Source: an optimization exercise on an open RTL-to-GDS flow (aim: small area and a short achievable clock period). Production flows keep margins and buffers that such runs may drop. Function not checked in this run: the RTL went through the layout flow alone. No activity file was given, so power comes from the tool's default toggle rates.

$ cat design/flow/config.mk
export PLATFORM = sky130hd
export DESIGN_NAME = load_store_unit
export DESIGN_NICKNAME = load_store_unit
export VERILOG_FILES = /design/flow/design.v
export SDC_FILE = /design/flow/constraint.sdc
export NUM_CORES = 8
export LEC_CHECK = 0
export CAP_MARGIN = 20
export CORE_MARGIN = 2
export CORE_UTILIZATION = 45
export SLEW_MARGIN = 20
export SYNTH_HIERARCHICAL = 1
export SYNTH_MEMORY_MAX_BITS = 16384
$ cat design/flow/constraint.sdc
create_clock -name core_clock -period 5.0 [get_ports {clk}]
set_input_delay 1.0000 -clock core_clock [delete_from_list [all_inputs] [get_ports {clk}]]
set_output_delay 1.0000 -clock core_clock [all_outputs]
set_load 0.01 [all_outputs]
$ cat design/flow/design.v
package lsu_pkg;
	typedef enum logic [3:0] {
		LSU_LB  = 4'b0000,  
		LSU_LH  = 4'b0001,  
		LSU_LW  = 4'b0010,  
		LSU_LBU = 4'b0100,  
		LSU_LHU = 4'b0101,  
		LSU_SB  = 4'b1000,
		LSU_SH  = 4'b1001,
		LSU_SW  = 4'b1010
	} lsu_op_e;
	typedef enum logic [1:0] {
		FAULT_NONE  = 2'd0,
		FAULT_RANGE = 2'd1,  
		FAULT_ALIGN = 2'd2   
	} lsu_fault_e;
endpackage
`timescale 1ns/1ns
import lsu_pkg::*;
module lsu_access_check
(
	input  logic                 req_i,      
	input  logic [3:0]           op_i,
	input  logic [32-1:0] addr_i,
	input  logic [32-1:0] wdata_i,
	output logic [1:0]           fault_o,    
	output logic                 wr_o,       
	output logic [3:0]           wr_be_o,    
	output logic [32-1:0] wr_data_o,  
	output logic [4:0]           ld_o        
);
	logic is_b, is_h, is_st;
	logic mis_align, in_range;
	logic [1:0] off;
	assign off = addr_i[1:0];
	assign is_b  = (op_i == LSU_LB) || (op_i == LSU_LBU) || (op_i == LSU_SB);
	assign is_h  = (op_i == LSU_LH) || (op_i == LSU_LHU) || (op_i == LSU_SH);
	assign is_st = (op_i == LSU_SB) || (op_i == LSU_SH) || (op_i == LSU_SW);
	assign mis_align = is_h ? off[0] : (!is_b && (off != 2'b00));
	assign in_range = (addr_i[32-1:10] == (32'h0100_0000 >> 10));
	assign fault_o = mis_align ? FAULT_ALIGN : (in_range ? FAULT_NONE : FAULT_RANGE);
	assign wr_o = req_i && is_st && !mis_align && in_range;
	always_comb begin
		if (is_b)      wr_be_o = 4'b0001 << off;
		else if (is_h) wr_be_o = off[1] ? 4'b1100 : 4'b0011;
		else           wr_be_o = 4'b1111;
	end
	assign wr_data_o[7:0]   = wdata_i[7:0];
	assign wr_data_o[15:8]  = is_b ? wdata_i[7:0] : wdata_i[15:8];
	assign wr_data_o[23:16] = (is_b || is_h) ? wdata_i[7:0] : wdata_i[23:16];
	assign wr_data_o[31:24] = is_b ? wdata_i[7:0] : (is_h ? wdata_i[15:8] : wdata_i[31:24]);
	logic clean_ld;
	assign clean_ld = req_i && !mis_align && in_range;
	assign ld_o[0] = clean_ld && (op_i == LSU_LB);
	assign ld_o[1] = clean_ld && (op_i == LSU_LH);
	assign ld_o[2] = clean_ld && (op_i == LSU_LW);
	assign ld_o[3] = clean_ld && (op_i == LSU_LBU);
	assign ld_o[4] = clean_ld && (op_i == LSU_LHU);
endmodule
`timescale 1ns/1ns
module lsu_rd_aoi3 (
	input  logic [2:0] sel_i,
	input  logic [2:0] d_i,
	output logic       y_no
);
	assign y_no = !((sel_i[0] && d_i[0]) || (sel_i[1] && d_i[1]) || (sel_i[2] && d_i[2]));
endmodule
module lsu_rd_nand2 (
	input  logic sel_i,
	input  logic d_i,
	output logic y_no
);
	assign y_no = !(sel_i && d_i);
endmodule
module lsu_rd_grp (
	input  logic        hi_i,   
	input  logic [15:0] lo_i,   
	input  logic [15:0] d_i,
	output logic        y_no
);
	logic [5:0] part_n;
	for (genvar g = 0; g < 5; g++) begin : g_aoi3
		lsu_rd_aoi3 u_aoi (.sel_i(lo_i[3*g +: 3]), .d_i(d_i[3*g +: 3]), .y_no(part_n[g]));
	end
	lsu_rd_nand2 u_nand (.sel_i(lo_i[15]), .d_i(d_i[15]), .y_no(part_n[5]));
	assign y_no = !(hi_i && !(&part_n));
endmodule
module lsu_data_ram (
	input  logic [15:0]               hi_i,
	input  logic [15:0]               lo_i,
	input  logic [(1024 / 4)-1:0] d_i,   
	output logic                      q_o
);
	logic [15:0] grp_n;
	for (genvar h = 0; h < 16; h++) begin : g_grp
		lsu_rd_grp u_grp (
			.hi_i (hi_i[h]),
			.lo_i (lo_i),
			.d_i  (d_i[16*h +: 16]),
			.y_no (grp_n[h])
		);
	end
	assign q_o = !(&grp_n);
endmodule
`timescale 1ns/1ns
module lsu_response
(
	input  logic [1:0]           off_i,
	input  logic [4:0]           ld_i,       
	input  logic [32-1:0] rd_word_i,
	output logic [32-1:0] ld_data_o
);
	logic [7:0]  ld_byte;
	logic [15:0] ld_half;
	logic        ld_b, ld_h;
	assign ld_byte = rd_word_i[8*off_i +: 8];
	assign ld_half = off_i[1] ? rd_word_i[31:16] : rd_word_i[15:0];
	assign ld_b    = ld_i[0] || ld_i[3];
	assign ld_h    = ld_i[1] || ld_i[4];
	assign ld_data_o[7:0]   = ({8{ld_b}} & ld_byte) | ({8{ld_h}} & ld_half[7:0]) |
		({8{ld_i[2]}} & rd_word_i[7:0]);
	assign ld_data_o[15:8]  = ({8{ld_i[0] && ld_byte[7]}}) | ({8{ld_h}} & ld_half[15:8]) |
		({8{ld_i[2]}} & rd_word_i[15:8]);
	assign ld_data_o[31:16] = ({16{ld_i[0] && ld_byte[7]}}) | ({16{ld_i[1] && ld_half[15]}}) |
		({16{ld_i[2]}} & rd_word_i[31:16]);
endmodule
`timescale 1ns/1ns
import lsu_pkg::*;
module load_store_unit
(
	input  logic                 clk,
	input  logic                 arst_n_i,
	input  logic                 req_i,         
	input  logic [3:0]           op_i,
	input  logic [32-1:0] addr_i,
	input  logic [32-1:0] wdata_i,
	output logic                 resp_valid_o,  
	output logic [1:0]           resp_fault_o,
	output logic [32-1:0] resp_rdata_o
);
	localparam int NW = (1024 / 4);
	logic                 req;       
	logic [1:0]           fault;
	logic                 wr;
	logic [3:0]           wr_be;
	logic [32-1:0] wr_data;
	logic [4:0]           ld;
	logic [32-1:0] rd_word;
	logic [32-1:0] ld_data;
	assign req = req_i && arst_n_i;
	lsu_access_check u_check (
		.req_i     (req),
		.op_i      (op_i),
		.addr_i    (addr_i),
		.wdata_i   (wdata_i),
		.fault_o   (fault),
		.wr_o      (wr),
		.wr_be_o   (wr_be),
		.wr_data_o (wr_data),
		.ld_o      (ld)
	);
	logic [32-1:0] mem [0:NW-1];
	logic [15:0]          dec_hi, dec_lo;
	logic [15:0]          wen_lo [0:3];
	assign dec_hi = 16'b1 << addr_i[9:6];
	assign dec_lo = 16'b1 << addr_i[5:2];
	always_comb begin
		for (int b = 0; b < 4; b++) begin
			wen_lo[b] = dec_lo & {16{wr && wr_be[b]}};
		end
	end
	for (genvar w = 0; w < NW; w++) begin : g_word
		for (genvar b = 0; b < 4; b++) begin : g_lane
			always_ff @(posedge clk) begin
				if (dec_hi[w / 16] && wen_lo[b][w % 16]) begin
					mem[w][8*b +: 8] <= wr_data[8*b +: 8];
				end
			end
		end
	end
	for (genvar j = 0; j < 32; j++) begin : g_rd
		logic [NW-1:0] col;
		for (genvar w = 0; w < NW; w++) begin : g_col
			assign col[w] = mem[w][j];
		end
		lsu_data_ram u_rd (
			.hi_i  (dec_hi),
			.lo_i  (dec_lo),
			.d_i   (col),
			.q_o   (rd_word[j])
		);
	end
	lsu_response u_fmt (
		.off_i     (addr_i[1:0]),
		.ld_i      (ld),
		.rd_word_i (rd_word),
		.ld_data_o (ld_data)
	);
	always_ff @(posedge clk or negedge arst_n_i) begin
		if (!arst_n_i) begin
			resp_valid_o <= 1'b0;
			resp_fault_o <= FAULT_NONE;
			resp_rdata_o <= '0;
		end else begin
			resp_valid_o <= req;
			resp_fault_o <= req ? fault : FAULT_NONE;
			resp_rdata_o <= ld_data;
		end
	end
endmodule
$ cat design/flow/run.sh
#!/bin/bash
# synth_recipe.tcl (not shown) runs the flow's synth.tcl, then flattens the netlist and writes it again
# the make line also repeats each setting of config.mk as NAME=value (left out here)
make -C /OpenROAD-flow-scripts/flow DESIGN_CONFIG=/design/flow/config.mk WORK_HOME=/design/flow/orfs CLKGATE_MAP_FILE= SYNTH_SCRIPT=/design/flow/synth_recipe.tcl finish
==> flow_summary_export.csv <==
group,metric,value,unit
clocking,h-tree-depth,6,
final_layout,drive_above_1_share,22.76,%
synth,synth_cells,14610,
synth,synth_area_per_cell,19.98,sq um
power_and_ir_drop,leakage,114.2,nW
clocking,clkTransAtPathRegs,0.06,ns
critical_path,path_depth,16,
clocking,cts_made_buffers,801,
detailed_routing,via_per_inst,6.404,
critical_path,crit_buf_inv,6,
floorplan,pin_count,106,
clocking,clk-insertion-delay-late,1.16,ns
floorplan,fp.dieArea,655400,sq um
timing,fin_crit_sh,96.76,%
final_layout,fin_util,54.98,%
timing,rsz0062_at_grt,"no",
synth,yosysTopAreaCell,"edfxtp_1",
global_routing,grt_pass1_wl,1227000,microns
final_layout,layout_common_cells,"8192 x edfxtp_1, 2671 x buf_4, 2560 x a222oi_1",
synth,ys_seq_elements,8227,
global_routing,antenna_found_initial,48,
floorplan,start_util,45.21,%
clocking,cts_tree,"yes",
status,status,"timing/DRC/antenna clean",
timing,layout_setup_ws,0.1620,ns
synth,synth_top_area_share,84.24,%
timing,hold_violations,0,
global_routing,grt-ovfl-total,0,
placement,portBuffers,105,
placement,gp_congestion,0.8627,
critical_path,ff2ff_path_depth,11,
detailed_routing,antenna_left,0,
timing,fin_crit,4.838,ns
floorplan,core_area,645900,sq um
synth,syn_nets,14690,
power_and_ir_drop,power_density,399.1,nW/um^2
final_layout,fin_area,355100,sq um
floorplan,die_h,809.6,microns
timing,slew_violations,0,
placement,pre_cts_slack,-1.160,ns
power_and_ir_drop,vdd_ir_drop_max,0.0004771,V
synth,synth_edf_count,8192,
placement,placed_area,329500,sq um
placement,dp.cells,25960,
clocking,cts_root_buf,"clkbuf_16",
timing,skew,0.08197,ns
final_layout,area_growth,21.60,%
detailed_routing,drt_iter0_drc,32110,
timing,finalSetupViolations,0,
critical_path,worst_setup_path_end_kind,"flop",
timing,tightest_slew,1.233,ns
floorplan,die_w,809.6,microns
critical_path,path_cells,"clkdlybuf4s50_1 -> or2_4 -> buf_4 -> nor2_4 -> buf_4 -> buf_4 -> a222oi_1 -> nand4_1 -> o21ai_1 -> nand4_1 -> buf_4 -> or4_1 -> mux2i_2 -> buf_4 -> o22ai_4 -> a21o_1",
global_routing,grt_pass1_vias,170500,
placement,dp_hpwl,531900,microns
critical_path,crit_required,6.04,ns
global_routing,grt_start_max_net_pins,184,
critical_path,cp_common_cell,"buf_4",
floorplan,rows,295,
critical_path,cpPeakStageDelay,0.78,ns
synth,synth-main-ff-cell,"edfxtp_1",
job,maxCapViolations,0,
timing,relSlewSlack,17.51,%
detailed_routing,vias,175900,
detailed_routing,drtPass1Iterations,10,
clocking,cts_sinks,8227,
final_layout,fillCellCount,49530,
clocking,cts_max_path_buffers,4,
synth,yosys.cell_types.count,47,
critical_path,crit_family,"buffers and inverters",
critical_path,path_max_fanout,16,
synth,syn_area,292000,sq um
worst_hold_path,hold_depth,1,
timing,fmax,206.7,MHz
detailed_routing,finalWirelength,864100,microns
final_layout,final_common_cell,"edfxtp_1",
detailed_routing,routedWlPerCell,31.47,microns
final_layout,final_cell_count_no_fill,27460,
critical_path,worst_ep_arrival_time,5.88,ns
critical_path,crit_slowest_cell,"clkdlybuf4s50_1",
critical_path,cp-start-kind,"primary input",
worst_hold_path,hp-class,"in -> reg",
synth,ys_warn_count,10,
synth,synth_area_leaders,"edfxtp_1 84%, a222oi_1 8.8%, nor3_1 1.6%",
synth,yosysSeqAreaShare,84.54,%
critical_path,path_class,"in -> reg",
synth,postSynth.asyncResetShare,0.4254,%
final_layout,nets,18230,
global_routing,grt.total_usage,25.44,%
detailed_routing,drc,0,
==> layer usage <==
metal / vias up / share of wire [%] / global-route usage, %
li1: 73330 / - / -
met1: 90620 / 39 / 36.12
met2: 10660 / 46 / 39.98
met3: 1229 / 12 / 5.605
met4: 20 / 3.0 / 7.038
met5: - / 0.038 / 0
==> layout make-up <==
class                      instances  area (sq um)  area share (%)
timing repair buffer            3102         27660           7.789
antenna                           24         60.06         0.01691
tap                             8613         10780           3.035
clock buffer                     993         20870           5.877
inverter                          18         67.56         0.01903
clock inverter                   479          4647           1.309
multi-input combinational       6005         44160           12.44
sequential                      8227        246900           69.52
==> kinds of logic after synthesis <==
logic type             synth area share (%)
flip-flops                            84.54
AO/OA/AOI/OAI                         9.817
AND/OR/NAND/NOR                       4.976
buffers and inverters                0.5793
multiplexers                        0.09212
==> worst reg2reg max path, stage by stage, from the launching register on <==
cell      delay (ns)
edfxtp_1        0.36
a222oi_1        0.38
buf_4           0.19
nand4_1         0.10
o21ai_1         0.31
nand4_1         0.37
buf_4           0.27
or4_1           0.63
mux2i_2         0.32
buf_4           0.18
o22ai_4         0.17
a21o_1          0.23
==> modules after synthesis, one instance, submodules excluded <==
module            cells inside  times used
load_store_unit           9669           1
lsu_rd_aoi3                  1        2560
lsu_access_check           109           1
lsu_rd_grp                   3         512
lsu_rd_nand2                 1         512
lsu_response                68           1
lsu_data_ram                 5          32
==> path summary, 6_finish.rpt <==
| check | from | end | slack (ns) |
|---|---|---|---|
| max reg2reg | mem[236][15]$_DFFE_PP_ | resp_rdata_o[16]$_DFF_PN0_ | 1.37 |
| min | wdata_i[5] | mem[56][5]$_DFFE_PP_ | 0.21 |
| min reg2reg | mem[10][31]$_DFFE_PP_ | resp_rdata_o[31]$_DFF_PN0_ | 1.00 |
| min in group asynchronous | arst_n_i | resp_valid_o$_DFF_PN0_ | 0.49 |
| max | addr_i[5] | resp_rdata_o[16]$_DFF_PN0_ | 0.16 |
| max in group asynchronous | arst_n_i | resp_rdata_o[16]$_DFF_PN0_ | 4.04 |
==> synthesized netlist by cell type, types with 11 or more instances <==
master	count
dfrtp_1	35
nand4_1	642
a221o_1	15
buf_2	92
edfxtp_1	8192
buf_6	13
nor2_1	18
or4_1	33
inv_1	18
buf_4	12
a222oi_1	2560
nand2_1	1063
o21ai_0	12
buf_1	70
o21ai_1	513
nor3_2	98
clkbuf_1	177
nand4b_1	12
nor3_1	930
mux2_2	11
a21o_1	18
==> state kept, by name, indices dropped and copies added, names as in the netlist <==
| name | cells |
|---|---|
| mem | 8192 |
| resp_valid_o | 1 |
| resp_rdata_o | 32 |
| resp_fault_o | 2 |
==> timing repair <==
item,in CTS,in global routing
hold buffers,1,0
resized for setup,0,1
endpoints found under the setup margin,0,25
hold endpoints to repair,35,0
setup buffers,0,0
==> power breakdown <==
| group | switching, mW | total (mW) | internal [mW] |
|---|---|---|---|
| Sequential | 0.000593 | 76.4 | 76.4 |
| Clock | 25.8 | 58.8 | 33.0 |
| Combinational | 4.68 | 6.50 | 1.82 |
| Total | 30.5 | 142 | 111 |
==> stage by stage <==
| stage | TNS (ns) | power (mW) | hold slack [ns] |
|---|---|---|---|
| 2_1_floorplan | -5131.47 | 80.90 | 0.7044 |
| 3_3_place_gp | -87.21 | 84.18 | 0.9748 |
| 3_5_place_dp | -114.36 | 84.28 | 0.9781 |
| 4_1_cts | 0 | 142.2 | 0.1265 |
| 5_1_grt | 0 | 145.2 | 0.1686 |
| 6_report | 0 | 141.7 | 0.2125 |

## static timing again, ports no longer ideal
In the flow no input, the clock included, has a driving cell. The finished layout below was timed again as built, in two steps. Step 1 (the two cells are an assumption about what drives the block):
set clk [get_ports {clk}]
set_driving_cell -lib_cell sky130_fd_sc_hd__clkbuf_16 $clk
set_driving_cell -lib_cell sky130_fd_sc_hd__buf_2 [delete_from_list [all_inputs] $clk]
Step 2, shift: input delay + t, output delay - t, t = (earliest + latest rising clock arrival at the registers) / 2. This alone moves slack from input paths to output paths. Slacks: ideal ports / drivers / drivers and shift; pairs: ideal ports / drivers.
shift t [ns]: 1.261
slack for setup (ns): 0.162 / 0.043 / -1.219
slew at the worst register clock pin (ns): 0.07 / 0.07
worst data-port slew with drivers (ns): 0.26
Met with ideal ports but missed after step 2: setup timing in this run. The setup slack of this run moves by -0.119 ns with the drivers and by -1.381 ns with both steps.
